This design comes from an exercise in tuning for small area, a short achievable clock period and few clock cycles on the open sky130 flow, not from production work.
Only simulation tests tie the RTL to the original design; equivalence was not proved.
Power is estimated from default activity; no workload was simulated.

== build 48 ==
Design segmax_stream, start of the top module:
module segmax_stream
#(
   parameter int DATA_W = segmax_pkg::DATA_W_DEF,
   parameter int LANES  = 8,
   parameter int CNT_W  = 16
) (
   input  logic                    clk,
   input  logic                    rst,
   input  logic [1:0]              seg_mode,
   input  logic                    in_valid,
   output logic                    in_ready,
   input  logic [LANES*DATA_W-1:0] in_data,
   input  logic                    in_last,
   output logic                    out_valid,
   input  logic                    out_ready,
   output logic [LANES*DATA_W-1:0] out_max,
   output logic [CNT_W-1:0]        out_beats
);
Size: roughly 280 flip-flops, ~540 I/O pins, ~23000 um2 of cells after synthesis.
clock: 10.0 ns
lec_check: 0
abc_area: 1
cap_margin: 20
core_margin: 2
core_utilization: 40
setup_slack_margin: 5
slew_margin: 20
standard.sh (not shown) runs the stock make flow with config.mk's settings and CLKGATE_MAP_FILE= SYNTH_SCRIPT=/design/flow/synth_recipe.tcl, a recipe that flattens the netlist after the stock synthesis.
==> flow/flow/run.sh <==
#!/bin/bash
# The standard layout, with plain buffers on the ports instead of delay cells,
# and timing repair aiming a little further below the clock period.
# make's full output goes to standard.log; each ORFS step logs under orfs/logs.
export BUFFER_PORTS_ARGS="-buffer_cell sky130_fd_sc_hd__buf_1"
bash standard.sh SETUP_SLACK_MARGIN=7.5 finish > standard.log 2>&1
Build 48: flow completed, timing, DRC and antenna clean
Testbench counts of build 48, summed over its fixed seeds: cycles 22,349.
Setup changes, build 48 to build 36
-- flow/flow/run.sh --
<<< build 48, line 5
export BUFFER_PORTS_ARGS="-buffer_cell sky130_fd_sc_hd__buf_1"
bash standard.sh SETUP_SLACK_MARGIN=7.5 finish > standard.log 2>&1
>>> build 36, line 5
export BUFFER_PORTS_ARGS="-buffer_cell sky130_fd_sc_hd__buf_1"
bash standard.sh SETUP_SLACK_MARGIN=6.7 finish > standard.log 2>&1
- Build 48 and build 36 ended up with roughly the same register cell area after layout.
- NOTE: met3 usage in global routing in build 36 falls short of that of build 48
- Going from build 48 to build 36, the number of cells on the critical path was found to have gone up by 1.
- From build 48 to build 36 the numbers moved as follows: largest voltage drop on the vdd net went down by 0.0000092 V, shortest clock period the worst path allows after layout went up 0.038 ns.
- Number of detailed-routing iterations run before antenna repair: build 36 vs build 48 down 1
- Diff build 36..build 48 | initial core utilization | unchanged
- Route | build 36 vs build 48 | wire shorter in build 36
- Build 48 → build 36: total power draw went down by 15%, cell count after placement was more or less identical, number of clock-tree buffers in the layout went up by 2.
Relative to build 36, the following input files were edited for build 47:
==> flow/run.sh (new file) <==
#!/bin/bash
# synth_recipe.tcl (not shown) runs the flow's synth.tcl, then flattens the netlist and writes it again
# the make line also repeats each setting of config.mk as NAME=value (left out here)
make -C /OpenROAD-flow-scripts/flow DESIGN_CONFIG=/design/flow/config.mk WORK_HOME=/design/flow/orfs CLKGATE_MAP_FILE= SYNTH_SCRIPT=/design/flow/synth_recipe.tcl finish
removed: flow/flow/run.sh
removed: flow/standard.sh
Findings:
- Build 47 finished every step from synthesis to the final layout, and the layout passed the timing, design-rule and antenna checks.
- When build 47 is set beside build 36, its half-perimeter wire length of the detailed placement result turns out to be about 2.3% larger.
- The count of filler cells inserted in the layout number comes out higher for build 36 vs build 47.
- In the reports for build 36 and build 47, the smaller fraction of area in multi-input gates belongs to build 47.
- Clock network contribution to total cell area essentially unchanged between build 47 and build 36.
- Setup WNS build 36 -> build 47: worse
- sequential cells as the group drawing the most power was reported by build 47, and combinational logic by build 36.
- Build 47 against build 36: fraction of final layout cells sized beyond drive strength 1 shrank by 10 points, global-route wire length before repair shrank by 5700 um.
- Final wirelength was higher in the run labelled build 36.
Setup changes, build 47 to build 58
- TNS_END_PERCENT now 5, previously not set
==> flow/flow/run.sh (new file) <==
#!/bin/bash
# The standard layout, with plain buffers on the ports instead of delay cells,
# and timing repair aiming a little further below the clock period.
# make's full output goes to standard.log; each ORFS step logs under orfs/logs.
export BUFFER_PORTS_ARGS="-buffer_cell sky130_fd_sc_hd__buf_1"
bash standard.sh SETUP_SLACK_MARGIN=7.0 finish > standard.log 2>&1
==> flow/standard.sh (new file) <==
#!/bin/bash
# synth_recipe.tcl (not shown) runs the flow's synth.tcl, then flattens the netlist and writes it again
# the make line also repeats each setting of config.mk as NAME=value (left out here)
make -C /OpenROAD-flow-scripts/flow DESIGN_CONFIG=/design/flow/config.mk WORK_HOME=/design/flow/orfs CLKGATE_MAP_FILE= SYNTH_SCRIPT=/design/flow/synth_recipe.tcl "${@:-finish}"
removed: flow/run.sh
Results
- Highest-delay cell along the critical path: a221oi_4 -> build 58, clkdlybuf4s50_1 -> build 47
- Of the two values seen for group drawing the most power, sequential cells was produced by build 47 and combinational logic by build 58.
- Against build 47 as the reference, build 58 delivers a higher reported leakage power.
- Build 58 and build 47 ended up with roughly the same source-to-sink clock delay at the later pin of the worst-skew pair.
- Relative to build 47, post-layout net count has gone up in build 58.

-- separate check: timing with driven ports --
The results above use ideal ports. As a check the final layouts listed here were re-extracted and re-timed, cells and wires unchanged.
Step 1, drivers: a clkbuf_16 drives clk and a buf_2 each remaining input, both assumed.
Step 2 adds t to the input delays and takes it off the output delays; t is the mean of the earliest and latest rising clock arrival at the registers after step 1. Input paths then give back, and output paths get back, about the clock's delay inside the block.
a / b / c = ideal / step 1 / step 2; a / b = the first two.
| run | t, ns | slack for setup (ns) | worst setup path at the end | worst data-port slew with drivers (ns) |
|---|---|---|---|---|
| build 48 | 0.613 | 6.602 / 6.581 / 5.968 | input to register | 0.11 |
| build 36 | 0.599 | 6.564 / 6.512 / 5.913 | input to register | 0.11 |
| build 47 | 0.603 | 5.344 / 5.364 / 4.761 | input to register | 0.11 |
| build 58 | 0.597 | 6.534 / 6.513 / 5.916 | input to register | 0.11 |
After both steps setup and hold are still met in every run listed. For build 36, which loses most, drivers alone change the setup slack by -0.052 ns; drivers and shift together by -0.651 ns.
